From an optimization exercise on the open Yosys and OpenROAD flow, aimed at small area; shortcuts taken in it are not production practice. Only simulation tests tie the RTL to the original design; equivalence was not proved. No activity file was given, so power comes from the tool's default toggle rates.

===== flow/flow/run.sh =====
#!/bin/bash
# The standard layout (standard.sh) with these changes:
#  - after the standard synthesis, every combinational cell is swapped for the
#    smallest-area drive strength of the same function (downsize.py); the
#    resizer later upsizes or buffers whatever timing, slew or load needs
#  - port buffers use the smallest buffer (buf_1)
#  - a clock tree of clkbuf_8 with sink clusters of up to 15, no dummy loads
# Each step's output goes to a log file of its own in this folder.
set -euo pipefail
R=orfs/results/sky130hd/efpga_test_top/base
LIB=$FLOW_HOME/platforms/sky130hd/lib/sky130_fd_sc_hd__tt_025C_1v80.lib
KNOBS=(
  "BUFFER_PORTS_ARGS=-buffer_cell sky130_fd_sc_hd__buf_1"
  "REMOVE_ABC_BUFFERS=1"
  "CTS_ARGS=-sink_clustering_enable -repair_clock_nets -dont_use_dummy_load -sink_clustering_size 15 -sink_clustering_max_diameter 60 -buf_list {sky130_fd_sc_hd__clkbuf_8}"
)
bash standard.sh "${KNOBS[@]}" synth > flow_synth.log 2>&1
cp $R/1_2_yosys.v yosys_standard.v
python3 flow/downsize.py "$LIB" yosys_standard.v $R/1_2_yosys.v > flow_downsize.log 2>&1
bash standard.sh "${KNOBS[@]}" finish > flow_layout.log 2>&1

===== flow/flow/downsize.py =====
#!/usr/bin/env python3
"""Rewrite a mapped netlist so every combinational cell uses the smallest-area
variant of its function family (same base name, same pins) in the liberty.
Flip-flops, latches, buffers, clock cells, tie cells and don't-use cells are
left alone. usage: downsize.py LIBERTY NETLIST_IN NETLIST_OUT [dont_use...]"""
import re, sys

lib, nin, nout = sys.argv[1:4]
dont = set(sys.argv[4:])
text = open(lib).read()
cells = {}
for m in re.finditer(r'\n\s*cell\s*\(\s*"?([\w]+)"?\s*\)\s*\{', text):
    name = m.group(1)
    start = m.end()
    nxt = text.find('\n    cell (', start)
    body = text[start:nxt if nxt > 0 else len(text)]
    am = re.search(r'\barea\s*:\s*([\d.]+)', body)
    pins = tuple(sorted(re.findall(r'\bpin\s*\(\s*"?(\w+)"?\s*\)', body)))
    seq = bool(re.search(r'\b(ff|latch|statetable)\s*\(', body))
    cells[name] = (float(am.group(1)) if am else 0.0, pins, seq)

def base(n):
    m = re.match(r'(sky130_fd_sc_hd__\w+?)_(\d+)$', n)
    return (m.group(1), int(m.group(2))) if m else (None, None)

skip = re.compile(r'__(buf|clkbuf|clkinv|clkdly|dly|bufinv|conb|tap|fill|decap|diode|probe|lpflow|ebuf|einv|dl|df|sdf|edf|sedf|dfb|dfr|dfs|mux2i?_?|clkinvlp)')
best = {}
for n, (a, p, seq) in cells.items():
    b, s = base(n)
    if b is None or seq or n in dont or skip.search(n):
        continue
    key = (b, p)
    if key not in best or a < cells[best[key]][0]:
        best[key] = n

def repl(m):
    n = m.group(1)
    if n not in cells or cells[n][2] or skip.search(n):
        return m.group(0)
    b, s = base(n)
    if b is None:
        return m.group(0)
    t = best.get((b, cells[n][1]))
    if t and cells[t][0] < cells[n][0]:
        repl.count[n + '->' + t] = repl.count.get(n + '->' + t, 0) + 1
        return t + m.group(2)
    return m.group(0)
repl.count = {}

net = open(nin).read()
net = re.sub(r'\b(sky130_fd_sc_hd__\w+)(\s+\S+\s*\()', repl, net)
open(nout, 'w').write(net)
for k, v in sorted(repl.count.items()):
    print(f'{v:5d} {k}')

===== flow/standard.sh =====
#!/bin/bash
# synth_recipe.tcl (not shown) runs the flow's synth.tcl, then flattens the netlist and writes it again
# the make line also repeats each setting of config.mk as NAME=value (left out here)
make -C /OpenROAD-flow-scripts/flow DESIGN_CONFIG=/design/flow/config.mk WORK_HOME=/design/flow/orfs CLKGATE_MAP_FILE= SYNTH_SCRIPT=/design/flow/synth_recipe.tcl "${@:-finish}"

===== flow/config.mk =====
export PLATFORM = sky130hd
export DESIGN_NAME = efpga_test_top
export DESIGN_NICKNAME = efpga_test_top
export VERILOG_FILES = /design/flow/design.v
export SDC_FILE = /design/flow/constraint.sdc
export NUM_CORES = 4
export LEC_CHECK = 0
export CAP_MARGIN = 0
export CORE_MARGIN = 2
export CORE_UTILIZATION = 50
export GPL_TIMING_DRIVEN = 0
export SLEW_MARGIN = 0
export SYNTH_HIERARCHICAL = 1
export SYNTH_MINIMUM_KEEP_SIZE = 0

===== flow/constraint.sdc =====
create_clock -name core_clock -period 5.0 [get_ports {CLK}]
set_input_delay 1.0000 -clock core_clock [delete_from_list [all_inputs] [get_ports {CLK}]]
set_output_delay 1.0000 -clock core_clock [all_outputs]
set_load 0.01 [all_outputs]

===== flow/design.v =====
module lint_decode (
  input  logic [19:0] addr,
  output logic        a_cfg, a_math, a_ramc, a_clken, a_gout, a_goe, a_gin,
  output logic        a_tdata, a_mres, a_id,
  output logic        is_ram
);
  logic page0, base, lowgrp;
  assign page0  = (addr[19:12] == 8'h00);
  assign is_ram = (addr[19:12] == 8'h01);
  assign base   = page0 && (addr[10:9] == 2'b00) && (addr[3:0] == 4'h0);
  assign lowgrp = base && !addr[11] && !addr[8] && !addr[7];
  assign a_cfg   = lowgrp && (addr[6:4] == 3'd0);
  assign a_math  = lowgrp && (addr[6:4] == 3'd1);
  assign a_ramc  = lowgrp && (addr[6:4] == 3'd2);
  assign a_clken = lowgrp && (addr[6:4] == 3'd3);
  assign a_gout  = lowgrp && (addr[6:4] == 3'd4);
  assign a_goe   = lowgrp && (addr[6:4] == 3'd5);
  assign a_gin   = lowgrp && (addr[6:4] == 3'd6);
  assign a_tdata = base && (addr[6:4] == 3'd0) && ({addr[11], addr[8], addr[7]} == 3'b001);
  assign a_mres  = base && (addr[6:4] == 3'd0) && ({addr[11], addr[8], addr[7]} == 3'b010);
  assign a_id    = base && (addr[6:4] == 3'd0) && ({addr[11], addr[8], addr[7]} == 3'b100);
endmodule
module ctrl_word #(
  parameter int W = 32
) (
  input  logic         CLK,
  input  logic [W-1:0] d,
  input  logic         e,
  input  logic         h,
  output logic [W-1:0] q
);
  always_ff @(posedge CLK) begin
    q <= (d & {W{e}}) | (q & {W{h}});
  end
endmodule
module sel_and (
  input  logic a,
  input  logic b,
  output logic y
);
  assign y = a & b;
endmodule
module aoi222 (input logic a1, a2, b1, b2, c1, c2, output logic y);
  assign y = ~((a1 & a2) | (b1 & b2) | (c1 & c2));
endmodule
module aoi221 (input logic a1, a2, b1, b2, c1, output logic y);
  assign y = ~((a1 & a2) | (b1 & b2) | c1);
endmodule
module aoi22 (input logic a1, a2, b1, b2, output logic y);
  assign y = ~((a1 & a2) | (b1 & b2));
endmodule
module aoi21 (input logic a1, a2, b1, output logic y);
  assign y = ~((a1 & a2) | b1);
endmodule
module nand2g (input logic a, b, output logic y);
  assign y = ~(a & b);
endmodule
module invg (input logic a, output logic y);
  assign y = ~a;
endmodule
module ao21 (input logic a1, a2, b1, output logic y);
  assign y = (a1 & a2) | b1;
endmodule
module ao211 (input logic a1, a2, b1, c1, output logic y);
  assign y = (a1 & a2) | b1 | c1;
endmodule
module ao221 (input logic a1, a2, b1, b2, c1, output logic y);
  assign y = (a1 & a2) | (b1 & b2) | c1;
endmodule
module nandn #(parameter int N = 4) (input logic [N-1:0] a, output logic y);
  assign y = ~(&a);
endmodule
module read_mux (
  input  logic        CLK,
  input  logic [31:0] wd,       
  input  logic [31:0] rd,       
  input  logic [31:0] v_cfg, v_math, v_ramc, v_gout, v_goe, v_gin, v_tres, v_mres,
  input  logic        s_w0a,    
  input  logic        s_w0b,    
  input  logic        s_w8,     
  input  logic        s_w16a,   
  input  logic        s_w16b,   
  input  logic        s_w24,    
  input  logic        s_r0a,    
  input  logic        s_r0b,    
  input  logic        s_r8,     
  input  logic        s_r16,    
  input  logic        s_r24,    
  input  logic        s_cfg, s_math, s_ramc, s_gout, s_goe, s_gin, s_tres, s_mres, s_id,
  input  logic        s_hold,
  output logic [31:0] q
);
  logic [31:0] nx;
  logic [3:0] g0;
  aoi222 u0_0 (.a1(s_cfg), .a2(v_cfg[0]), .b1(s_math), .b2(v_math[0]), .c1(s_ramc), .c2(v_ramc[0]), .y(g0[0]));
  aoi222 u0_1 (.a1(s_gout), .a2(v_gout[0]), .b1(s_goe), .b2(v_goe[0]), .c1(s_gin), .c2(v_gin[0]), .y(g0[1]));
  aoi222 u0_2 (.a1(s_tres), .a2(v_tres[0]), .b1(s_mres), .b2(v_mres[0]), .c1(s_hold), .c2(q[0]), .y(g0[2]));
  aoi222 u0_3 (.a1(s_w0a), .a2(wd[0]), .b1(s_w8), .b2(wd[8]), .c1(s_w16a), .c2(wd[16]), .y(g0[3]));
  logic x0;
  nandn #(.N(4)) u0_o (.a(g0), .y(x0));
  ao221 u0_f (.a1(s_w24), .a2(wd[24]), .b1(s_r0a), .b2(rd[0]), .c1(x0), .y(nx[0]));
  logic [4:0] g1;
  aoi222 u1_0 (.a1(s_cfg), .a2(v_cfg[1]), .b1(s_math), .b2(v_math[1]), .c1(s_ramc), .c2(v_ramc[1]), .y(g1[0]));
  aoi222 u1_1 (.a1(s_gout), .a2(v_gout[1]), .b1(s_goe), .b2(v_goe[1]), .c1(s_gin), .c2(v_gin[1]), .y(g1[1]));
  aoi222 u1_2 (.a1(s_tres), .a2(v_tres[1]), .b1(s_mres), .b2(v_mres[1]), .c1(s_hold), .c2(q[1]), .y(g1[2]));
  aoi222 u1_3 (.a1(s_w0a), .a2(wd[1]), .b1(s_w8), .b2(wd[9]), .c1(s_w16a), .c2(wd[17]), .y(g1[3]));
  aoi221 u1_4 (.a1(s_w24), .a2(wd[25]), .b1(s_r0a), .b2(rd[1]), .c1(s_id), .y(g1[4]));
  nandn #(.N(5)) u1_o (.a(g1), .y(nx[1]));
  logic [3:0] g2;
  aoi222 u2_0 (.a1(s_cfg), .a2(v_cfg[2]), .b1(s_math), .b2(v_math[2]), .c1(s_ramc), .c2(v_ramc[2]), .y(g2[0]));
  aoi222 u2_1 (.a1(s_gout), .a2(v_gout[2]), .b1(s_goe), .b2(v_goe[2]), .c1(s_gin), .c2(v_gin[2]), .y(g2[1]));
  aoi222 u2_2 (.a1(s_tres), .a2(v_tres[2]), .b1(s_mres), .b2(v_mres[2]), .c1(s_hold), .c2(q[2]), .y(g2[2]));
  aoi222 u2_3 (.a1(s_w0a), .a2(wd[2]), .b1(s_w8), .b2(wd[10]), .c1(s_w16a), .c2(wd[18]), .y(g2[3]));
  logic x2;
  nandn #(.N(4)) u2_o (.a(g2), .y(x2));
  ao221 u2_f (.a1(s_w24), .a2(wd[26]), .b1(s_r0a), .b2(rd[2]), .c1(x2), .y(nx[2]));
  logic [4:0] g3;
  aoi222 u3_0 (.a1(s_cfg), .a2(v_cfg[3]), .b1(s_math), .b2(v_math[3]), .c1(s_ramc), .c2(v_ramc[3]), .y(g3[0]));
  aoi222 u3_1 (.a1(s_gout), .a2(v_gout[3]), .b1(s_goe), .b2(v_goe[3]), .c1(s_gin), .c2(v_gin[3]), .y(g3[1]));
  aoi222 u3_2 (.a1(s_tres), .a2(v_tres[3]), .b1(s_mres), .b2(v_mres[3]), .c1(s_hold), .c2(q[3]), .y(g3[2]));
  aoi222 u3_3 (.a1(s_w0a), .a2(wd[3]), .b1(s_w8), .b2(wd[11]), .c1(s_w16a), .c2(wd[19]), .y(g3[3]));
  aoi221 u3_4 (.a1(s_w24), .a2(wd[27]), .b1(s_r0a), .b2(rd[3]), .c1(s_id), .y(g3[4]));
  nandn #(.N(5)) u3_o (.a(g3), .y(nx[3]));
  logic [4:0] g4;
  aoi222 u4_0 (.a1(s_cfg), .a2(v_cfg[4]), .b1(s_math), .b2(v_math[4]), .c1(s_ramc), .c2(v_ramc[4]), .y(g4[0]));
  aoi222 u4_1 (.a1(s_gout), .a2(v_gout[4]), .b1(s_goe), .b2(v_goe[4]), .c1(s_gin), .c2(v_gin[4]), .y(g4[1]));
  aoi222 u4_2 (.a1(s_tres), .a2(v_tres[4]), .b1(s_mres), .b2(v_mres[4]), .c1(s_hold), .c2(q[4]), .y(g4[2]));
  aoi222 u4_3 (.a1(s_w0a), .a2(wd[4]), .b1(s_w8), .b2(wd[12]), .c1(s_w16a), .c2(wd[20]), .y(g4[3]));
  aoi221 u4_4 (.a1(s_w24), .a2(wd[28]), .b1(s_r0a), .b2(rd[4]), .c1(s_id), .y(g4[4]));
  nandn #(.N(5)) u4_o (.a(g4), .y(nx[4]));
  logic [4:0] g5;
  aoi222 u5_0 (.a1(s_cfg), .a2(v_cfg[5]), .b1(s_math), .b2(v_math[5]), .c1(s_ramc), .c2(v_ramc[5]), .y(g5[0]));
  aoi222 u5_1 (.a1(s_gout), .a2(v_gout[5]), .b1(s_goe), .b2(v_goe[5]), .c1(s_gin), .c2(v_gin[5]), .y(g5[1]));
  aoi222 u5_2 (.a1(s_tres), .a2(v_tres[5]), .b1(s_mres), .b2(v_mres[5]), .c1(s_hold), .c2(q[5]), .y(g5[2]));
  aoi222 u5_3 (.a1(s_w0a), .a2(wd[5]), .b1(s_w8), .b2(wd[13]), .c1(s_w16a), .c2(wd[21]), .y(g5[3]));
  aoi221 u5_4 (.a1(s_w24), .a2(wd[29]), .b1(s_r0a), .b2(rd[5]), .c1(s_id), .y(g5[4]));
  nandn #(.N(5)) u5_o (.a(g5), .y(nx[5]));
  logic [3:0] g6;
  aoi222 u6_0 (.a1(s_cfg), .a2(v_cfg[6]), .b1(s_math), .b2(v_math[6]), .c1(s_ramc), .c2(v_ramc[6]), .y(g6[0]));
  aoi222 u6_1 (.a1(s_gout), .a2(v_gout[6]), .b1(s_goe), .b2(v_goe[6]), .c1(s_gin), .c2(v_gin[6]), .y(g6[1]));
  aoi222 u6_2 (.a1(s_tres), .a2(v_tres[6]), .b1(s_mres), .b2(v_mres[6]), .c1(s_hold), .c2(q[6]), .y(g6[2]));
  aoi222 u6_3 (.a1(s_w0a), .a2(wd[6]), .b1(s_w8), .b2(wd[14]), .c1(s_w16a), .c2(wd[22]), .y(g6[3]));
  logic x6;
  nandn #(.N(4)) u6_o (.a(g6), .y(x6));
  ao221 u6_f (.a1(s_w24), .a2(wd[30]), .b1(s_r0a), .b2(rd[6]), .c1(x6), .y(nx[6]));
  logic [3:0] g7;
  aoi222 u7_0 (.a1(s_cfg), .a2(v_cfg[7]), .b1(s_math), .b2(v_math[7]), .c1(s_ramc), .c2(v_ramc[7]), .y(g7[0]));
  aoi222 u7_1 (.a1(s_gout), .a2(v_gout[7]), .b1(s_goe), .b2(v_goe[7]), .c1(s_gin), .c2(v_gin[7]), .y(g7[1]));
  aoi222 u7_2 (.a1(s_tres), .a2(v_tres[7]), .b1(s_mres), .b2(v_mres[7]), .c1(s_hold), .c2(q[7]), .y(g7[2]));
  aoi222 u7_3 (.a1(s_w0a), .a2(wd[7]), .b1(s_w8), .b2(wd[15]), .c1(s_w16a), .c2(wd[23]), .y(g7[3]));
  logic x7;
  nandn #(.N(4)) u7_o (.a(g7), .y(x7));
  ao221 u7_f (.a1(s_w24), .a2(wd[31]), .b1(s_r0a), .b2(rd[7]), .c1(x7), .y(nx[7]));
  logic [3:0] g8;
  aoi222 u8_0 (.a1(s_cfg), .a2(v_cfg[8]), .b1(s_math), .b2(v_math[8]), .c1(s_ramc), .c2(v_ramc[8]), .y(g8[0]));
  aoi222 u8_1 (.a1(s_gout), .a2(v_gout[8]), .b1(s_goe), .b2(v_goe[8]), .c1(s_gin), .c2(v_gin[8]), .y(g8[1]));
  aoi222 u8_2 (.a1(s_tres), .a2(v_tres[8]), .b1(s_mres), .b2(v_mres[8]), .c1(s_hold), .c2(q[8]), .y(g8[2]));
  aoi222 u8_3 (.a1(s_w0b), .a2(wd[8]), .b1(s_r0b), .b2(rd[8]), .c1(s_r8), .c2(rd[0]), .y(g8[3]));
  logic x8;
  nandn #(.N(4)) u8_o (.a(g8), .y(x8));
  ao211 u8_f (.a1(s_w16b), .a2(wd[24]), .b1(x8), .c1(s_id), .y(nx[8]));
  logic [3:0] g9;
  aoi222 u9_0 (.a1(s_cfg), .a2(v_cfg[9]), .b1(s_math), .b2(v_math[9]), .c1(s_ramc), .c2(v_ramc[9]), .y(g9[0]));
  aoi222 u9_1 (.a1(s_gout), .a2(v_gout[9]), .b1(s_goe), .b2(v_goe[9]), .c1(s_gin), .c2(v_gin[9]), .y(g9[1]));
  aoi222 u9_2 (.a1(s_tres), .a2(v_tres[9]), .b1(s_mres), .b2(v_mres[9]), .c1(s_hold), .c2(q[9]), .y(g9[2]));
  aoi222 u9_3 (.a1(s_w0b), .a2(wd[9]), .b1(s_r0b), .b2(rd[9]), .c1(s_r8), .c2(rd[1]), .y(g9[3]));
  logic x9;
  nandn #(.N(4)) u9_o (.a(g9), .y(x9));
  ao211 u9_f (.a1(s_w16b), .a2(wd[25]), .b1(x9), .c1(s_id), .y(nx[9]));
  logic [3:0] g10;
  aoi222 u10_0 (.a1(s_cfg), .a2(v_cfg[10]), .b1(s_math), .b2(v_math[10]), .c1(s_ramc), .c2(v_ramc[10]), .y(g10[0]));
  aoi222 u10_1 (.a1(s_gout), .a2(v_gout[10]), .b1(s_goe), .b2(v_goe[10]), .c1(s_gin), .c2(v_gin[10]), .y(g10[1]));
  aoi222 u10_2 (.a1(s_tres), .a2(v_tres[10]), .b1(s_mres), .b2(v_mres[10]), .c1(s_hold), .c2(q[10]), .y(g10[2]));
  aoi222 u10_3 (.a1(s_w0b), .a2(wd[10]), .b1(s_r0b), .b2(rd[10]), .c1(s_r8), .c2(rd[2]), .y(g10[3]));
  logic x10;
  nandn #(.N(4)) u10_o (.a(g10), .y(x10));
  ao211 u10_f (.a1(s_w16b), .a2(wd[26]), .b1(x10), .c1(s_id), .y(nx[10]));
  logic [3:0] g11;
  aoi222 u11_0 (.a1(s_cfg), .a2(v_cfg[11]), .b1(s_math), .b2(v_math[11]), .c1(s_ramc), .c2(v_ramc[11]), .y(g11[0]));
  aoi222 u11_1 (.a1(s_gout), .a2(v_gout[11]), .b1(s_goe), .b2(v_goe[11]), .c1(s_gin), .c2(v_gin[11]), .y(g11[1]));
  aoi222 u11_2 (.a1(s_tres), .a2(v_tres[11]), .b1(s_mres), .b2(v_mres[11]), .c1(s_hold), .c2(q[11]), .y(g11[2]));
  aoi222 u11_3 (.a1(s_w0b), .a2(wd[11]), .b1(s_r0b), .b2(rd[11]), .c1(s_r8), .c2(rd[3]), .y(g11[3]));
  logic x11;
  nandn #(.N(4)) u11_o (.a(g11), .y(x11));
  ao211 u11_f (.a1(s_w16b), .a2(wd[27]), .b1(x11), .c1(s_id), .y(nx[11]));
  logic [3:0] g12;
  aoi222 u12_0 (.a1(s_cfg), .a2(v_cfg[12]), .b1(s_math), .b2(v_math[12]), .c1(s_ramc), .c2(v_ramc[12]), .y(g12[0]));
  aoi222 u12_1 (.a1(s_gout), .a2(v_gout[12]), .b1(s_goe), .b2(v_goe[12]), .c1(s_gin), .c2(v_gin[12]), .y(g12[1]));
  aoi222 u12_2 (.a1(s_tres), .a2(v_tres[12]), .b1(s_mres), .b2(v_mres[12]), .c1(s_hold), .c2(q[12]), .y(g12[2]));
  aoi222 u12_3 (.a1(s_w0b), .a2(wd[12]), .b1(s_r0b), .b2(rd[12]), .c1(s_r8), .c2(rd[4]), .y(g12[3]));
  logic x12;
  nandn #(.N(4)) u12_o (.a(g12), .y(x12));
  ao21 u12_f (.a1(s_w16b), .a2(wd[28]), .b1(x12), .y(nx[12]));
  logic [3:0] g13;
  aoi222 u13_0 (.a1(s_cfg), .a2(v_cfg[13]), .b1(s_math), .b2(v_math[13]), .c1(s_ramc), .c2(v_ramc[13]), .y(g13[0]));
  aoi222 u13_1 (.a1(s_gout), .a2(v_gout[13]), .b1(s_goe), .b2(v_goe[13]), .c1(s_gin), .c2(v_gin[13]), .y(g13[1]));
  aoi222 u13_2 (.a1(s_tres), .a2(v_tres[13]), .b1(s_mres), .b2(v_mres[13]), .c1(s_hold), .c2(q[13]), .y(g13[2]));
  aoi222 u13_3 (.a1(s_w0b), .a2(wd[13]), .b1(s_r0b), .b2(rd[13]), .c1(s_r8), .c2(rd[5]), .y(g13[3]));
  logic x13;
  nandn #(.N(4)) u13_o (.a(g13), .y(x13));
  ao211 u13_f (.a1(s_w16b), .a2(wd[29]), .b1(x13), .c1(s_id), .y(nx[13]));
  logic [3:0] g14;
  aoi222 u14_0 (.a1(s_cfg), .a2(v_cfg[14]), .b1(s_math), .b2(v_math[14]), .c1(s_ramc), .c2(v_ramc[14]), .y(g14[0]));
  aoi222 u14_1 (.a1(s_gout), .a2(v_gout[14]), .b1(s_goe), .b2(v_goe[14]), .c1(s_gin), .c2(v_gin[14]), .y(g14[1]));
  aoi222 u14_2 (.a1(s_tres), .a2(v_tres[14]), .b1(s_mres), .b2(v_mres[14]), .c1(s_hold), .c2(q[14]), .y(g14[2]));
  aoi222 u14_3 (.a1(s_w0b), .a2(wd[14]), .b1(s_r0b), .b2(rd[14]), .c1(s_r8), .c2(rd[6]), .y(g14[3]));
  logic x14;
  nandn #(.N(4)) u14_o (.a(g14), .y(x14));
  ao211 u14_f (.a1(s_w16b), .a2(wd[30]), .b1(x14), .c1(s_id), .y(nx[14]));
  logic [3:0] g15;
  aoi222 u15_0 (.a1(s_cfg), .a2(v_cfg[15]), .b1(s_math), .b2(v_math[15]), .c1(s_ramc), .c2(v_ramc[15]), .y(g15[0]));
  aoi222 u15_1 (.a1(s_gout), .a2(v_gout[15]), .b1(s_goe), .b2(v_goe[15]), .c1(s_gin), .c2(v_gin[15]), .y(g15[1]));
  aoi222 u15_2 (.a1(s_tres), .a2(v_tres[15]), .b1(s_mres), .b2(v_mres[15]), .c1(s_hold), .c2(q[15]), .y(g15[2]));
  aoi222 u15_3 (.a1(s_w0b), .a2(wd[15]), .b1(s_r0b), .b2(rd[15]), .c1(s_r8), .c2(rd[7]), .y(g15[3]));
  logic x15;
  nandn #(.N(4)) u15_o (.a(g15), .y(x15));
  ao211 u15_f (.a1(s_w16b), .a2(wd[31]), .b1(x15), .c1(s_id), .y(nx[15]));
  logic [3:0] g16;
  aoi222 u16_0 (.a1(s_cfg), .a2(v_cfg[16]), .b1(s_math), .b2(v_math[16]), .c1(s_ramc), .c2(v_ramc[16]), .y(g16[0]));
  aoi222 u16_1 (.a1(s_gout), .a2(v_gout[16]), .b1(s_goe), .b2(v_goe[16]), .c1(s_gin), .c2(v_gin[16]), .y(g16[1]));
  aoi222 u16_2 (.a1(s_tres), .a2(v_tres[16]), .b1(s_mres), .b2(v_mres[16]), .c1(s_hold), .c2(q[16]), .y(g16[2]));
  aoi222 u16_3 (.a1(s_w0b), .a2(wd[16]), .b1(s_r0b), .b2(rd[16]), .c1(s_r8), .c2(rd[8]), .y(g16[3]));
  logic x16;
  nandn #(.N(4)) u16_o (.a(g16), .y(x16));
  ao211 u16_f (.a1(s_r16), .a2(rd[0]), .b1(x16), .c1(s_id), .y(nx[16]));
  logic [3:0] g17;
  aoi222 u17_0 (.a1(s_cfg), .a2(v_cfg[17]), .b1(s_math), .b2(v_math[17]), .c1(s_ramc), .c2(v_ramc[17]), .y(g17[0]));
  aoi222 u17_1 (.a1(s_gout), .a2(v_gout[17]), .b1(s_goe), .b2(v_goe[17]), .c1(s_gin), .c2(v_gin[17]), .y(g17[1]));
  aoi222 u17_2 (.a1(s_tres), .a2(v_tres[17]), .b1(s_mres), .b2(v_mres[17]), .c1(s_hold), .c2(q[17]), .y(g17[2]));
  aoi222 u17_3 (.a1(s_w0b), .a2(wd[17]), .b1(s_r0b), .b2(rd[17]), .c1(s_r8), .c2(rd[9]), .y(g17[3]));
  logic x17;
  nandn #(.N(4)) u17_o (.a(g17), .y(x17));
  ao21 u17_f (.a1(s_r16), .a2(rd[1]), .b1(x17), .y(nx[17]));
  logic [3:0] g18;
  aoi222 u18_0 (.a1(s_cfg), .a2(v_cfg[18]), .b1(s_math), .b2(v_math[18]), .c1(s_ramc), .c2(v_ramc[18]), .y(g18[0]));
  aoi222 u18_1 (.a1(s_gout), .a2(v_gout[18]), .b1(s_goe), .b2(v_goe[18]), .c1(s_gin), .c2(v_gin[18]), .y(g18[1]));
  aoi222 u18_2 (.a1(s_tres), .a2(v_tres[18]), .b1(s_mres), .b2(v_mres[18]), .c1(s_hold), .c2(q[18]), .y(g18[2]));
  aoi222 u18_3 (.a1(s_w0b), .a2(wd[18]), .b1(s_r0b), .b2(rd[18]), .c1(s_r8), .c2(rd[10]), .y(g18[3]));
  logic x18;
  nandn #(.N(4)) u18_o (.a(g18), .y(x18));
  ao21 u18_f (.a1(s_r16), .a2(rd[2]), .b1(x18), .y(nx[18]));
  logic [3:0] g19;
  aoi222 u19_0 (.a1(s_cfg), .a2(v_cfg[19]), .b1(s_math), .b2(v_math[19]), .c1(s_ramc), .c2(v_ramc[19]), .y(g19[0]));
  aoi222 u19_1 (.a1(s_gout), .a2(v_gout[19]), .b1(s_goe), .b2(v_goe[19]), .c1(s_gin), .c2(v_gin[19]), .y(g19[1]));
  aoi222 u19_2 (.a1(s_tres), .a2(v_tres[19]), .b1(s_mres), .b2(v_mres[19]), .c1(s_hold), .c2(q[19]), .y(g19[2]));
  aoi222 u19_3 (.a1(s_w0b), .a2(wd[19]), .b1(s_r0b), .b2(rd[19]), .c1(s_r8), .c2(rd[11]), .y(g19[3]));
  logic x19;
  nandn #(.N(4)) u19_o (.a(g19), .y(x19));
  ao21 u19_f (.a1(s_r16), .a2(rd[3]), .b1(x19), .y(nx[19]));
  logic [3:0] g20;
  aoi222 u20_0 (.a1(s_cfg), .a2(v_cfg[20]), .b1(s_math), .b2(v_math[20]), .c1(s_ramc), .c2(v_ramc[20]), .y(g20[0]));
  aoi222 u20_1 (.a1(s_gout), .a2(v_gout[20]), .b1(s_goe), .b2(v_goe[20]), .c1(s_gin), .c2(v_gin[20]), .y(g20[1]));
  aoi222 u20_2 (.a1(s_tres), .a2(v_tres[20]), .b1(s_mres), .b2(v_mres[20]), .c1(s_hold), .c2(q[20]), .y(g20[2]));
  aoi222 u20_3 (.a1(s_w0b), .a2(wd[20]), .b1(s_r0b), .b2(rd[20]), .c1(s_r8), .c2(rd[12]), .y(g20[3]));
  logic x20;
  nandn #(.N(4)) u20_o (.a(g20), .y(x20));
  ao211 u20_f (.a1(s_r16), .a2(rd[4]), .b1(x20), .c1(s_id), .y(nx[20]));
  logic [3:0] g21;
  aoi222 u21_0 (.a1(s_cfg), .a2(v_cfg[21]), .b1(s_math), .b2(v_math[21]), .c1(s_ramc), .c2(v_ramc[21]), .y(g21[0]));
  aoi222 u21_1 (.a1(s_gout), .a2(v_gout[21]), .b1(s_goe), .b2(v_goe[21]), .c1(s_gin), .c2(v_gin[21]), .y(g21[1]));
  aoi222 u21_2 (.a1(s_tres), .a2(v_tres[21]), .b1(s_mres), .b2(v_mres[21]), .c1(s_hold), .c2(q[21]), .y(g21[2]));
  aoi222 u21_3 (.a1(s_w0b), .a2(wd[21]), .b1(s_r0b), .b2(rd[21]), .c1(s_r8), .c2(rd[13]), .y(g21[3]));
  logic x21;
  nandn #(.N(4)) u21_o (.a(g21), .y(x21));
  ao21 u21_f (.a1(s_r16), .a2(rd[5]), .b1(x21), .y(nx[21]));
  logic [3:0] g22;
  aoi222 u22_0 (.a1(s_cfg), .a2(v_cfg[22]), .b1(s_math), .b2(v_math[22]), .c1(s_ramc), .c2(v_ramc[22]), .y(g22[0]));
  aoi222 u22_1 (.a1(s_gout), .a2(v_gout[22]), .b1(s_goe), .b2(v_goe[22]), .c1(s_gin), .c2(v_gin[22]), .y(g22[1]));
  aoi222 u22_2 (.a1(s_tres), .a2(v_tres[22]), .b1(s_mres), .b2(v_mres[22]), .c1(s_hold), .c2(q[22]), .y(g22[2]));
  aoi222 u22_3 (.a1(s_w0b), .a2(wd[22]), .b1(s_r0b), .b2(rd[22]), .c1(s_r8), .c2(rd[14]), .y(g22[3]));
  logic x22;
  nandn #(.N(4)) u22_o (.a(g22), .y(x22));
  ao21 u22_f (.a1(s_r16), .a2(rd[6]), .b1(x22), .y(nx[22]));
  logic [3:0] g23;
  aoi222 u23_0 (.a1(s_cfg), .a2(v_cfg[23]), .b1(s_math), .b2(v_math[23]), .c1(s_ramc), .c2(v_ramc[23]), .y(g23[0]));
  aoi222 u23_1 (.a1(s_gout), .a2(v_gout[23]), .b1(s_goe), .b2(v_goe[23]), .c1(s_gin), .c2(v_gin[23]), .y(g23[1]));
  aoi222 u23_2 (.a1(s_tres), .a2(v_tres[23]), .b1(s_mres), .b2(v_mres[23]), .c1(s_hold), .c2(q[23]), .y(g23[2]));
  aoi222 u23_3 (.a1(s_w0b), .a2(wd[23]), .b1(s_r0b), .b2(rd[23]), .c1(s_r8), .c2(rd[15]), .y(g23[3]));
  logic x23;
  nandn #(.N(4)) u23_o (.a(g23), .y(x23));
  ao21 u23_f (.a1(s_r16), .a2(rd[7]), .b1(x23), .y(nx[23]));
  logic [3:0] g24;
  aoi222 u24_0 (.a1(s_math), .a2(v_math[24]), .b1(s_ramc), .b2(v_ramc[24]), .c1(s_gout), .c2(v_gout[24]), .y(g24[0]));
  aoi222 u24_1 (.a1(s_goe), .a2(v_goe[24]), .b1(s_gin), .b2(v_gin[24]), .c1(s_tres), .c2(v_tres[24]), .y(g24[1]));
  aoi222 u24_2 (.a1(s_mres), .a2(v_mres[24]), .b1(s_hold), .b2(q[24]), .c1(s_w0b), .c2(wd[24]), .y(g24[2]));
  aoi222 u24_3 (.a1(s_r0b), .a2(rd[24]), .b1(s_r8), .b2(rd[16]), .c1(s_r16), .c2(rd[8]), .y(g24[3]));
  logic x24;
  nandn #(.N(4)) u24_o (.a(g24), .y(x24));
  ao21 u24_f (.a1(s_r24), .a2(rd[0]), .b1(x24), .y(nx[24]));
  logic [3:0] g25;
  aoi222 u25_0 (.a1(s_math), .a2(v_math[25]), .b1(s_ramc), .b2(v_ramc[25]), .c1(s_gout), .c2(v_gout[25]), .y(g25[0]));
  aoi222 u25_1 (.a1(s_goe), .a2(v_goe[25]), .b1(s_gin), .b2(v_gin[25]), .c1(s_tres), .c2(v_tres[25]), .y(g25[1]));
  aoi222 u25_2 (.a1(s_mres), .a2(v_mres[25]), .b1(s_hold), .b2(q[25]), .c1(s_w0b), .c2(wd[25]), .y(g25[2]));
  aoi222 u25_3 (.a1(s_r0b), .a2(rd[25]), .b1(s_r8), .b2(rd[17]), .c1(s_r16), .c2(rd[9]), .y(g25[3]));
  logic x25;
  nandn #(.N(4)) u25_o (.a(g25), .y(x25));
  ao211 u25_f (.a1(s_r24), .a2(rd[1]), .b1(x25), .c1(s_id), .y(nx[25]));
  logic [3:0] g26;
  aoi222 u26_0 (.a1(s_math), .a2(v_math[26]), .b1(s_ramc), .b2(v_ramc[26]), .c1(s_gout), .c2(v_gout[26]), .y(g26[0]));
  aoi222 u26_1 (.a1(s_goe), .a2(v_goe[26]), .b1(s_gin), .b2(v_gin[26]), .c1(s_tres), .c2(v_tres[26]), .y(g26[1]));
  aoi222 u26_2 (.a1(s_mres), .a2(v_mres[26]), .b1(s_hold), .b2(q[26]), .c1(s_w0b), .c2(wd[26]), .y(g26[2]));
  aoi222 u26_3 (.a1(s_r0b), .a2(rd[26]), .b1(s_r8), .b2(rd[18]), .c1(s_r16), .c2(rd[10]), .y(g26[3]));
  logic x26;
  nandn #(.N(4)) u26_o (.a(g26), .y(x26));
  ao21 u26_f (.a1(s_r24), .a2(rd[2]), .b1(x26), .y(nx[26]));
  logic [3:0] g27;
  aoi222 u27_0 (.a1(s_math), .a2(v_math[27]), .b1(s_ramc), .b2(v_ramc[27]), .c1(s_gout), .c2(v_gout[27]), .y(g27[0]));
  aoi222 u27_1 (.a1(s_goe), .a2(v_goe[27]), .b1(s_gin), .b2(v_gin[27]), .c1(s_tres), .c2(v_tres[27]), .y(g27[1]));
  aoi222 u27_2 (.a1(s_mres), .a2(v_mres[27]), .b1(s_hold), .b2(q[27]), .c1(s_w0b), .c2(wd[27]), .y(g27[2]));
  aoi222 u27_3 (.a1(s_r0b), .a2(rd[27]), .b1(s_r8), .b2(rd[19]), .c1(s_r16), .c2(rd[11]), .y(g27[3]));
  logic x27;
  nandn #(.N(4)) u27_o (.a(g27), .y(x27));
  ao211 u27_f (.a1(s_r24), .a2(rd[3]), .b1(x27), .c1(s_id), .y(nx[27]));
  logic [3:0] g28;
  aoi222 u28_0 (.a1(s_math), .a2(v_math[28]), .b1(s_ramc), .b2(v_ramc[28]), .c1(s_gout), .c2(v_gout[28]), .y(g28[0]));
  aoi222 u28_1 (.a1(s_goe), .a2(v_goe[28]), .b1(s_gin), .b2(v_gin[28]), .c1(s_tres), .c2(v_tres[28]), .y(g28[1]));
  aoi222 u28_2 (.a1(s_mres), .a2(v_mres[28]), .b1(s_hold), .b2(q[28]), .c1(s_w0b), .c2(wd[28]), .y(g28[2]));
  aoi222 u28_3 (.a1(s_r0b), .a2(rd[28]), .b1(s_r8), .b2(rd[20]), .c1(s_r16), .c2(rd[12]), .y(g28[3]));
  logic x28;
  nandn #(.N(4)) u28_o (.a(g28), .y(x28));
  ao21 u28_f (.a1(s_r24), .a2(rd[4]), .b1(x28), .y(nx[28]));
  logic [3:0] g29;
  aoi222 u29_0 (.a1(s_math), .a2(v_math[29]), .b1(s_ramc), .b2(v_ramc[29]), .c1(s_gout), .c2(v_gout[29]), .y(g29[0]));
  aoi222 u29_1 (.a1(s_goe), .a2(v_goe[29]), .b1(s_gin), .b2(v_gin[29]), .c1(s_tres), .c2(v_tres[29]), .y(g29[1]));
  aoi222 u29_2 (.a1(s_mres), .a2(v_mres[29]), .b1(s_hold), .b2(q[29]), .c1(s_w0b), .c2(wd[29]), .y(g29[2]));
  aoi222 u29_3 (.a1(s_r0b), .a2(rd[29]), .b1(s_r8), .b2(rd[21]), .c1(s_r16), .c2(rd[13]), .y(g29[3]));
  logic x29;
  nandn #(.N(4)) u29_o (.a(g29), .y(x29));
  ao21 u29_f (.a1(s_r24), .a2(rd[5]), .b1(x29), .y(nx[29]));
  logic [3:0] g30;
  aoi222 u30_0 (.a1(s_math), .a2(v_math[30]), .b1(s_ramc), .b2(v_ramc[30]), .c1(s_gout), .c2(v_gout[30]), .y(g30[0]));
  aoi222 u30_1 (.a1(s_goe), .a2(v_goe[30]), .b1(s_gin), .b2(v_gin[30]), .c1(s_tres), .c2(v_tres[30]), .y(g30[1]));
  aoi222 u30_2 (.a1(s_mres), .a2(v_mres[30]), .b1(s_hold), .b2(q[30]), .c1(s_w0b), .c2(wd[30]), .y(g30[2]));
  aoi222 u30_3 (.a1(s_r0b), .a2(rd[30]), .b1(s_r8), .b2(rd[22]), .c1(s_r16), .c2(rd[14]), .y(g30[3]));
  logic x30;
  nandn #(.N(4)) u30_o (.a(g30), .y(x30));
  ao211 u30_f (.a1(s_r24), .a2(rd[6]), .b1(x30), .c1(s_id), .y(nx[30]));
  logic [4:0] g31;
  aoi222 u31_0 (.a1(s_cfg), .a2(v_cfg[31]), .b1(s_math), .b2(v_math[31]), .c1(s_ramc), .c2(v_ramc[31]), .y(g31[0]));
  aoi222 u31_1 (.a1(s_gout), .a2(v_gout[31]), .b1(s_goe), .b2(v_goe[31]), .c1(s_gin), .c2(v_gin[31]), .y(g31[1]));
  aoi222 u31_2 (.a1(s_tres), .a2(v_tres[31]), .b1(s_mres), .b2(v_mres[31]), .c1(s_hold), .c2(q[31]), .y(g31[2]));
  aoi222 u31_3 (.a1(s_w0b), .a2(wd[31]), .b1(s_r0b), .b2(rd[31]), .c1(s_r8), .c2(rd[23]), .y(g31[3]));
  aoi221 u31_4 (.a1(s_r16), .a2(rd[15]), .b1(s_r24), .b2(rd[7]), .c1(s_id), .y(g31[4]));
  nandn #(.N(5)) u31_o (.a(g31), .y(nx[31]));
  always_ff @(posedge CLK) begin
    q <= nx;
  end
endmodule
module efpga_test_top (
  input  logic       CLK,
  input  logic       rst,
  input  logic       lint_req,
  input  logic       lint_wen,
  input  logic [19:0] lint_addr,
  input  logic [31:0] lint_wdata,
  input  logic [3:0]  lint_be,
  output logic       lint_gnt,
  output logic       lint_valid,
  output logic [31:0] lint_rdata,
  output logic [31:0] math_ctrl,
  output logic       math_clken,
  input  logic [31:0] math_result,
  output logic [31:0] gpio_out,
  output logic [31:0] gpio_oe,
  input  logic [31:0] gpio_in,
  output logic [11:0] ram_raddr,
  output logic [11:0] ram_waddr,
  output logic [31:0] ram_wdata,
  output logic       ram_we,
  output logic [31:0] ram_ctrl,
  input  logic [31:0] ram_rdata,
  output logic [56:0] tcdm,      
  output logic       tcdm_req,
  input  logic       tcdm_gnt,
  input  logic       tcdm_fmo,
  input  logic       tcdm_valid,
  input  logic [31:0] tcdm_rdata
);
  logic gnt_q, valid_q, rd1_q, rd2_q;
  logic accept, exec_wr;
  assign lint_gnt   = gnt_q;
  assign lint_valid = valid_q;
  assign accept  = lint_req && !gnt_q && !rd1_q && !rd2_q;
  assign exec_wr = gnt_q && !lint_wen;  
  always_ff @(posedge CLK) begin
    if (rst) begin
      gnt_q   <= 1'b0;
      valid_q <= 1'b0;
      rd1_q   <= 1'b0;
      rd2_q   <= 1'b0;
    end else begin
      gnt_q   <= (accept && !lint_wen) || rd2_q;
      rd1_q   <= accept && lint_wen;
      rd2_q   <= rd1_q;
      valid_q <= gnt_q;
    end
  end
  logic is_ram;
  logic a_cfg, a_math, a_ramc, a_clken, a_gout, a_goe, a_gin, a_tdata, a_mres, a_id;
  lint_decode i_lint_decode (
    .addr(lint_addr),
    .a_cfg(a_cfg), .a_math(a_math), .a_ramc(a_ramc), .a_clken(a_clken), .a_gout(a_gout),
    .a_goe(a_goe), .a_gin(a_gin), .a_tdata(a_tdata), .a_mres(a_mres), .a_id(a_id),
    .is_ram(is_ram)
  );
  logic        nrst, wr_ok;
  logic        w_cfg, w_ramc, w_gout, w_goe, w_tdata;
  logic [3:0]  am;
  logic [24:0] cfg_q;        
  logic [31:0] tcdm_wdata_q;
  logic [31:0] tcdm_result;
  logic        e_cfg, h_cfg, e_ramc, h_ramc, e_gout, h_gout, e_goe, h_goe;
  logic        e_tdata, h_tdata, e_tres, h_tres;
  logic [3:0]  e_math, h_math;
  assign nrst    = !rst;
  assign wr_ok   = exec_wr && !rst;
  assign w_cfg   = exec_wr && a_cfg;
  assign w_ramc  = exec_wr && a_ramc;
  assign w_gout  = exec_wr && a_gout;
  assign w_goe   = exec_wr && a_goe;
  assign w_tdata = exec_wr && a_tdata;
  assign am      = {4{a_math}} & lint_be;
  sel_and i_e_cfg   (.a(wr_ok), .b(a_cfg),   .y(e_cfg));
  sel_and i_h_cfg   (.a(nrst),  .b(!w_cfg),  .y(h_cfg));
  sel_and i_e_ramc  (.a(wr_ok), .b(a_ramc),  .y(e_ramc));
  sel_and i_h_ramc  (.a(nrst),  .b(!w_ramc), .y(h_ramc));
  sel_and i_e_gout  (.a(wr_ok), .b(a_gout),  .y(e_gout));
  sel_and i_h_gout  (.a(nrst),  .b(!w_gout), .y(h_gout));
  sel_and i_e_goe   (.a(wr_ok), .b(a_goe),   .y(e_goe));
  sel_and i_h_goe   (.a(nrst),  .b(!w_goe),  .y(h_goe));
  sel_and i_e_tdata (.a(wr_ok), .b(a_tdata), .y(e_tdata));
  sel_and i_h_tdata (.a(nrst),  .b(!w_tdata), .y(h_tdata));
  sel_and i_e_tres  (.a(nrst),  .b(tcdm_valid),  .y(e_tres));
  sel_and i_h_tres  (.a(nrst),  .b(!tcdm_valid), .y(h_tres));
  assign tcdm = {cfg_q, tcdm_wdata_q};
  ctrl_word #(.W(25)) i_cfg (
    .CLK(CLK), .d({lint_wdata[19:0], ~lint_wdata[23:20], lint_wdata[31]}),
    .e(e_cfg), .h(h_cfg), .q(cfg_q)
  );
  for (genvar i = 0; i < 4; i++) begin : g_math
    sel_and i_e_math (.a(wr_ok), .b(am[i]), .y(e_math[i]));
    sel_and i_h_math (.a(nrst), .b(!(exec_wr && am[i])), .y(h_math[i]));
    ctrl_word #(.W(8)) i_math (
      .CLK(CLK), .d(lint_wdata[8*i +: 8]),
      .e(e_math[i]), .h(h_math[i]), .q(math_ctrl[8*i +: 8])
    );
  end
  ctrl_word #(.W(32)) i_ramc (
    .CLK(CLK), .d(lint_wdata), .e(e_ramc), .h(h_ramc), .q(ram_ctrl)
  );
  ctrl_word #(.W(32)) i_gout (
    .CLK(CLK), .d(lint_wdata), .e(e_gout), .h(h_gout), .q(gpio_out)
  );
  ctrl_word #(.W(32)) i_goe (
    .CLK(CLK), .d(lint_wdata), .e(e_goe), .h(h_goe), .q(gpio_oe)
  );
  ctrl_word #(.W(32)) i_tdata (
    .CLK(CLK), .d(lint_wdata), .e(e_tdata), .h(h_tdata), .q(tcdm_wdata_q)
  );
  ctrl_word #(.W(32)) i_tres (
    .CLK(CLK), .d(tcdm_rdata), .e(e_tres), .h(h_tres), .q(tcdm_result)
  );
  always_ff @(posedge CLK) begin
    if (rst) begin
      math_clken <= 1'b0;
      tcdm_req   <= 1'b0;
    end else begin
      math_clken <= exec_wr && a_clken;
      if (w_tdata) tcdm_req <= 1'b1;
      else if (tcdm_gnt && !tcdm_fmo) tcdm_req <= 1'b0;
    end
  end
  logic [11:0] ram_addr_q;
  logic        ram_we_q;
  assign ram_raddr = ram_addr_q;  
  assign ram_waddr = ram_addr_q;  
  assign ram_we    = ram_we_q;
  always_ff @(posedge CLK) begin
    ram_addr_q <= lint_addr[11:0];
    if (rst) ram_we_q <= 1'b0;
    else     ram_we_q <= exec_wr && is_ram;
  end
  logic [1:0] ofs, wm, rm;
  logic       w_word, w_half, w_byte, r_word, r_half, r_byte, ram_ld;
  assign ofs = lint_addr[1:0];
  assign wm  = ram_ctrl[3:2];
  assign rm  = ram_ctrl[1:0];
  assign w_half = (wm == 2'd1);
  assign w_byte = (wm == 2'd2);
  assign w_word = (wm[1] == wm[0]);
  assign ram_ld = rd2_q && is_ram;
  assign r_half = (rm == 2'd1);
  assign r_byte = (rm == 2'd2);
  assign r_word = (rm[1] == rm[0]);
  logic s_w0a, s_w0b, s_w8, s_w16a, s_w16b, s_w24, s_r0, s_r8, s_r16, s_r24;
  logic s_cfg, s_math, s_ramc, s_gout, s_goe, s_gin, s_tres, s_mres, s_id, s_hold;
  sel_and i_s_w0a (.a(exec_wr), .b(w_word || (w_half && !ofs[1]) || (w_byte && ofs == 2'd0)), .y(s_w0a));
  sel_and i_s_w0b (.a(exec_wr), .b(w_word || (w_half && !ofs[1])), .y(s_w0b));
  sel_and i_s_w8  (.a(exec_wr), .b(w_byte && ofs == 2'd1), .y(s_w8));
  sel_and i_s_w16a(.a(exec_wr), .b((w_half && ofs[1]) || (w_byte && ofs == 2'd2)), .y(s_w16a));
  sel_and i_s_w16b(.a(exec_wr), .b(w_half && ofs[1]), .y(s_w16b));
  sel_and i_s_w24 (.a(exec_wr), .b(w_byte && ofs == 2'd3), .y(s_w24));
  sel_and i_s_r0  (.a(ram_ld), .b(r_word || (r_half && !ofs[1]) || (r_byte && ofs == 2'd0)), .y(s_r0));
  sel_and i_s_r8  (.a(ram_ld), .b(r_byte && ofs == 2'd1), .y(s_r8));
  sel_and i_s_r16 (.a(ram_ld), .b((r_half && ofs[1]) || (r_byte && ofs == 2'd2)), .y(s_r16));
  sel_and i_s_r24 (.a(ram_ld), .b(r_byte && ofs == 2'd3), .y(s_r24));
  sel_and i_s_cfg (.a(rd1_q), .b(a_cfg),   .y(s_cfg));
  sel_and i_s_math(.a(rd1_q), .b(a_math),  .y(s_math));
  sel_and i_s_ramc(.a(rd1_q), .b(a_ramc),  .y(s_ramc));
  sel_and i_s_gout(.a(rd1_q), .b(a_gout),  .y(s_gout));
  sel_and i_s_goe (.a(rd1_q), .b(a_goe),   .y(s_goe));
  sel_and i_s_gin (.a(rd1_q), .b(a_gin),   .y(s_gin));
  sel_and i_s_tres(.a(rd1_q), .b(a_tdata), .y(s_tres));
  sel_and i_s_mres(.a(rd1_q), .b(a_mres),  .y(s_mres));
  sel_and i_s_id  (.a(rd1_q), .b(a_id),    .y(s_id));
  sel_and i_s_hold(.a(!exec_wr && !rd1_q), .b(!ram_ld), .y(s_hold));
  read_mux i_read_mux (
    .CLK(CLK), .wd(lint_wdata), .rd(ram_rdata),
    .v_cfg({cfg_q[0], 7'b0, ~cfg_q[4:1], cfg_q[24:5]}),
    .v_math(math_ctrl), .v_ramc(ram_ctrl), .v_gout(gpio_out), .v_goe(gpio_oe),
    .v_gin(gpio_in), .v_tres(tcdm_result), .v_mres(math_result),
    .s_w0a(s_w0a), .s_w0b(s_w0b), .s_w8(s_w8), .s_w16a(s_w16a), .s_w16b(s_w16b), .s_w24(s_w24),
    .s_r0a(s_r0), .s_r0b(s_r0), .s_r8(s_r8), .s_r16(s_r16), .s_r24(s_r24),
    .s_cfg(s_cfg), .s_math(s_math), .s_ramc(s_ramc), .s_gout(s_gout), .s_goe(s_goe),
    .s_gin(s_gin), .s_tres(s_tres), .s_mres(s_mres), .s_id(s_id), .s_hold(s_hold),
    .q(lint_rdata)
  );
  assign ram_wdata = lint_rdata;
endmodule

==> impl_metrics.env, run 1 <==
export IMPL_r2r_start="gnt_q"
export IMPL_grt_overflow=0
export IMPL_final_setup_tns_ps=0
export IMPL_vias=10800
export IMPL_outcome="no timing/DRC/antenna violations"
export IMPL_use_met2=0.619
export IMPL_synth_cells=900
export IMPL_grt_max_degree=33
export IMPL_viasPerCell=6.83
export IMPL_layout_commonest_cell="buf_1"
export IMPL_htree_levels=1
export IMPL_cp_startpoint="lint_addr[0]"
export IMPL_clockBufferDepth=3
export IMPL_rr_worst_depth=5
export IMPL_antenna_found_initial=3
export IMPL_worst_pin_slew_ps=1430
export IMPL_cts_tree="done"
export IMPL_post_dp_hpwl_mm=30.1
export IMPL_core_mm2=0.0209
export IMPL_postRouteAntennaNets=0
export IMPL_whs_ps=476
export IMPL_clkLatencyLatePin_ps=560
export IMPL_crit_fanout=25
export IMPL_hp_start="i_tdata.q[24]"
export IMPL_dieArea_mm2=0.0223
export IMPL_gp_congestion=0.849
export IMPL_max_slew_margin=0.0473
export IMPL_fin_crit_sh=0.772
export IMPL_numPortBuffers=468
export IMPL_routed_wl_mm=45.9
export IMPL_grt_util_met3=0.0780
export IMPL_drive_above_1_share=0.0315
export IMPL_drc=0
export IMPL_final_setup_viol_count=0
export IMPL_cts_sinks=268
export IMPL_cts_buffers=22
export IMPL_most_common_layout_cells="468 x buf_1, 268 x dfxtp_1, 217 x a22o_1"
export IMPL_critical_path_class="in -> reg"
export IMPL_syn_area_per_cell_um2=11.7
export IMPL_grt_pass1_vias=9790
export IMPL_max_stage_delay_ps=1160
export IMPL_drt_wirelength_per_cell_um=29.1
export IMPL_critical_path_top_delay_family="simple AND/OR/NAND/NOR gates"
export IMPL_start_util=0.506
export IMPL_r2r_slack_ps=1740
export IMPL_path_cells="buf_1 -> nor4_1 -> nand4_1 -> nor4_1 -> and2_1 -> a222oi_1 -> and3_1 -> nand3_1"
export IMPL_track_usage=0.390
export IMPL_ir_drop_mv=0.204
export IMPL_fin_nets=1493
export IMPL_whs_endpoint="i_tdata.q[24]"
export IMPL_die_w_um=149
export IMPL_pre_cts_ws_ps=720
export IMPL_hold_viol_final=0
export IMPL_cp_num_buf_inv=1
export IMPL_cts_root_buf="clkbuf_8"
export IMPL_hold_buffers=0
export IMPL_total_leakage_power_uw=0.00444
export IMPL_die_h_um=149
export IMPL_cp_end_kind="flop"
export IMPL_drt_first_pass_iters=10
export IMPL_r2r_end="i_read_mux.q[13]"
export IMPL_cp_start_kind="primary input"
export IMPL_final_min_clock_period_ps=3860
export IMPL_cp_required_ps=5510
export IMPL_use_met1=0.527
export IMPL_syn_area_mm2=0.0106
export IMPL_yosysWarnings=11
export IMPL_clk_pin_slew_ps=100
export IMPL_rsz0062_at_grt="no"
export IMPL_cp_arrival_ps=4370
export IMPL_whs_path_depth=1
export IMPL_cts_resized_gates=0
export IMPL_grt_pass1_wl_mm=64.8
export IMPL_crit_top_cell="nor4_1"
export IMPL_area_growth_syn_to_layout_pct=15.4
export IMPL_power_density_mw_per_mm2=308
export IMPL_max_freq_mhz=259
export IMPL_drv_cap=0
export IMPL_grt_busiest_layer="met2"
export IMPL_skew_ps=26.7
export IMPL_slew_viol_final=0
export IMPL_worst_hold_path_type="reg -> reg"
export IMPL_cpMaxStageDelayCell="and2_1"
export IMPL_rows=53
export IMPL_pin_count=469
export IMPL_fin_ws_ps=1140
export IMPL_drt_iter0_drc=1934
export IMPL_post_cts_buffers=0
[cell type report]
type	count	area (µm²)
inverters	14	52.6
multi-input cells	528	4360
repair buffers	468	1760
well taps	275	344
clock buffers	22	303
flip-flops and latches	268	5370
fillers	1993	8700
diodes	3	7.51
[registers in the layout, indices dropped and copies added (netlist names), 12 cells and up]
| register | flops |
|---|---|
| i_read_mux.q | 32 |
| i_gout.q | 32 |
| i_ramc.q | 32 |
| i_goe.q | 32 |
| ram_addr_q | 12 |
| g_math.i_math.q | 32 |
| i_cfg.q | 25 |
| i_tres.q | 32 |
| i_tdata.q | 32 |
[per-stage QoR]
stage | utilization | instances | cell area [µm²] | power [µW]
floorplan | - | 810 | 9760 | 2460
global placement | 0.568 | 1553 | 11900 | 2690
detailed placement | 0.569 | 1553 | 11900 | 2690
CTS | 0.583 | 1575 | 12200 | 3740
global route | 0.584 | 1577 | 12200 | 3870
finish | 0.584 | 1578 | 12200 | 3750
[report_power, final]
part	switching (µW)	internal, µW	leakage (µW)
logic	254	145	0.00210
registers	54.2	2200	0.00218
clock network	704	395	0.000158
total	1010	2740	0.00444
[worst max-delay path by stage]
stage,endpoint,slack (ps),cells past startpoint
floorplan,i_read_mux.q[1],1840,7
global placement,i_read_mux.q[1],430,8
detailed placement,i_read_mux.q[4],720,8
CTS,i_read_mux.q[4],1260,8
global route,i_read_mux.q[4],860,8
finish,i_read_mux.q[4],1140,8
[per-layer routing]
layer	vias up	routed length (µm)
met3	127	5520
met1	5285	17800
met5	-	8
met4	2	1700
li1	4565	-
met2	801	20900
==> run 2, diff against run 1 <==
--- a/flow/flow/run.sh
+++ b/flow/flow/run.sh
@@ -4,7 +4,7 @@
 #    smallest-area drive strength of the same function (downsize.py); the
 #    resizer later upsizes or buffers whatever timing, slew or load needs
 #  - port buffers use the smallest buffer (buf_1)
-#  - a clock tree of clkbuf_8 with sink clusters of up to 15, no dummy loads
+#  - a clock tree of clkbuf_4 with sink clusters of up to 9, no dummy loads
 # Each step's output goes to a log file of its own in this folder.
 set -euo pipefail
 R=orfs/results/sky130hd/efpga_test_top/base
@@ -12,7 +12,7 @@
 KNOBS=(
   "BUFFER_PORTS_ARGS=-buffer_cell sky130_fd_sc_hd__buf_1"
   "REMOVE_ABC_BUFFERS=1"
-  "CTS_ARGS=-sink_clustering_enable -repair_clock_nets -dont_use_dummy_load -sink_clustering_size 15 -sink_clustering_max_diameter 60 -buf_list {sky130_fd_sc_hd__clkbuf_8}"
+  "CTS_ARGS=-sink_clustering_enable -repair_clock_nets -dont_use_dummy_load -sink_clustering_size 9 -sink_clustering_max_diameter 40 -buf_list {sky130_fd_sc_hd__clkbuf_4}"
 )
 bash standard.sh "${KNOBS[@]}" synth > flow_synth.log 2>&1
 cp $R/1_2_yosys.v yosys_standard.v
==> run 2 against run 1 <==
Compared with the run above: register-to-register slack hardly changed; sequential cell count stayed put; worst hold slack worse by 2.0 ps; critical path depth stayed put; clock skew is 18 ps higher; first-iteration DRC count is 10% lower; fmax is 4.0% higher; sequential share of layout area hardly changed; synthesized area stayed put; combinational power hardly changed; sequential power hardly changed; die area stayed put; critical endpoint unchanged.
==> impl_metrics.env, run 2 <==
export IMPL_drv_cap=0
export IMPL_post_dp_hpwl_mm=30.1
export IMPL_slew_viol_final=0
export IMPL_numPortBuffers=468
export IMPL_final_setup_tns_ps=0
export IMPL_rr_worst_depth=5
export IMPL_fin_nets=1510
export IMPL_rows=53
export IMPL_drt_wirelength_per_cell_um=28.9
export IMPL_drt_iter0_drc=1734
export IMPL_cp_arrival_ps=4320
export IMPL_max_freq_mhz=269
export IMPL_power_total_uw=3740
export IMPL_most_common_layout_cells="468 x buf_1, 268 x dfxtp_1, 217 x a22o_1"
export IMPL_total_leakage_power_uw=0.00446
export IMPL_cts_root_buf="clkbuf_4"
export IMPL_cts_sinks=268
export IMPL_hold_buffers=0
export IMPL_dp_cells=1553
export IMPL_routed_wl_mm=46.1
export IMPL_worst_pin_slew_ps=1420
export IMPL_max_stage_delay_ps=1150
export IMPL_cts_resized_gates=0
export IMPL_cts_tree="done"
export IMPL_clkLatencyLatePin_ps=660
export IMPL_area_growth_syn_to_layout_pct=15.4
export IMPL_critical_path_class="in -> reg"
export IMPL_viasPerCell=6.78
export IMPL_grt_overflow=0
export IMPL_seq_area_mm2=0.00537
export IMPL_max_slew_margin=0.0557
export IMPL_drc=0
export IMPL_die_w_um=149
export IMPL_die_h_um=149
export IMPL_grt_pass1_vias=9895
export IMPL_antenna_found_initial=6
export IMPL_path_cells="buf_1 -> nor4_1 -> nand4_1 -> nor4_1 -> and2_1 -> a222oi_1 -> and3_1 -> nand3_1"
export IMPL_fill_cells=1996
export IMPL_cp_required_ps=5610
export IMPL_dieArea_mm2=0.0223
export IMPL_fin_cells=1598
export IMPL_cts_buffers=39
export IMPL_core_mm2=0.0209
export IMPL_track_usage=0.393
export IMPL_pre_cts_ws_ps=720
export IMPL_skew_ps=44.8
export IMPL_fin_crit_sh=0.742
export IMPL_start_util=0.506
export IMPL_ir_drop_mv=0.181
export IMPL_rsz0062_at_grt="no"
export IMPL_clk_pin_slew_ps=100
export IMPL_final_min_clock_period_ps=3710
export IMPL_htree_levels=2
export IMPL_power_density_mw_per_mm2=307
export IMPL_hold_viol_final=0
export IMPL_syn_area_per_cell_um2=11.7
export IMPL_cp_num_buf_inv=1
export IMPL_layout_commonest_cell="buf_1"
export IMPL_cpMaxStageDelayCell="and2_1"
export IMPL_crit_top_cell="nor4_1"
export IMPL_drive_above_1_share=0.0440
export IMPL_yosysWarnings=11
export IMPL_syn_area_mm2=0.0106
export IMPL_multi_input_area_mm2=0.00436
export IMPL_synth_cells=900
export IMPL_vias=10800
export IMPL_fin_ws_ps=1290
export IMPL_gp_congestion=0.849
export IMPL_grt_max_degree=33
export IMPL_drt_first_pass_iters=7
export IMPL_crit_fanout=25
export IMPL_cp_end_kind="flop"
export IMPL_outcome="no timing/DRC/antenna violations"
export IMPL_clockBufferDepth=3
export IMPL_critical_path_top_delay_family="simple AND/OR/NAND/NOR gates"
export IMPL_postRouteAntennaNets=0
export IMPL_whs_path_depth=1
export IMPL_pin_count=469
export IMPL_cp_start_kind="primary input"
export IMPL_post_cts_buffers=0
export IMPL_cp_num_cells=8
export IMPL_worst_hold_path_type="reg -> reg"
export IMPL_whs_ps=474
export IMPL_grt_pass1_wl_mm=65.0
export IMPL_final_setup_viol_count=0
==> run 2: final timing paths <==
kind / startpoint / end / slack [ps]
worst max register to register: gnt_q / i_read_mux.q[13] / 1730
worst min register to register: i_tdata.q[21] / i_tdata.q[21] / 470
worst min-delay path: i_tdata.q[21] / i_tdata.q[21] / 470
worst max-delay path: lint_addr[0] / i_read_mux.q[4] / 1290
==> run 2: final cells by class <==
class                      count  share of cell area
timing repair buffer         468               0.144
sequential                   268               0.440
multi-input combinational    528               0.358
antenna                        6             0.00123
inverter                      14             0.00431
clock buffer                  39              0.0240
tap                          275              0.0282
==> run 2: metrics by stage <==
step | area [µm²] | utilization
3_5_place_dp | 11900 | 0.569
3_3_place_gp | 11900 | 0.568
6_report | 12200 | 0.584
2_1_floorplan | 9760 | -
5_1_grt | 12200 | 0.583
4_1_cts | 12200 | 0.583
==> run 2: where the power goes <==
| group | switching, µW | leakage, µW | internal [µW] |
|---|---|---|---|
| clock network | 733 | 0.000179 | 360 |
| logic | 253 | 0.00210 | 145 |
| registers | 54.3 | 0.00218 | 2200 |
| total | 1040 | 0.00446 | 2700 |
==> run 2: worst reg2reg max path: stages (launching register included) <==
cell	delay [ps]
dfxtp_1	370
nor2b_1	950
and2_1	1150
a222oi_1	470
nand4_1	210
a211o_1	100
==> run 2: layer usage <==
layer	wire, µm	GRT usage
met5	14	0
met4	1330	0.136
met3	5770	0.0930
met2	21100	0.625
met1	18000	0.523

static timing again, ports no longer ideal:
No port has a modelled driver above. Below, the same layouts with a new extraction and two added sets of constraints.
Step 1 assumes that a clkbuf_16 drives the clock port and a buf_2 every other input.
Step 2 adds t to the input delays and takes it off the output delays; t is the mean of the earliest and latest rising clock arrival at the registers after step 1. Input paths then give back, and output paths get back, about the clock's delay inside the block.
Slacks: ideal / step 1 / step 2; pairs: ideal / step 1.
| run | t, ns | setup WS [ns] | latest minus earliest clock arrival (ns) |
|---|---|---|---|
| run 1 | 0.591 | 1.142 / 1.164 / 0.573 | 0.028 / 0.028 |
| run 2 | 0.686 | 1.289 / 1.314 / 0.627 | 0.045 / 0.045 |
After both steps every run listed still meets setup and hold. For run 2, which loses most, drivers alone change the setup slack by +0.025 ns; drivers and shift together by -0.662 ns.
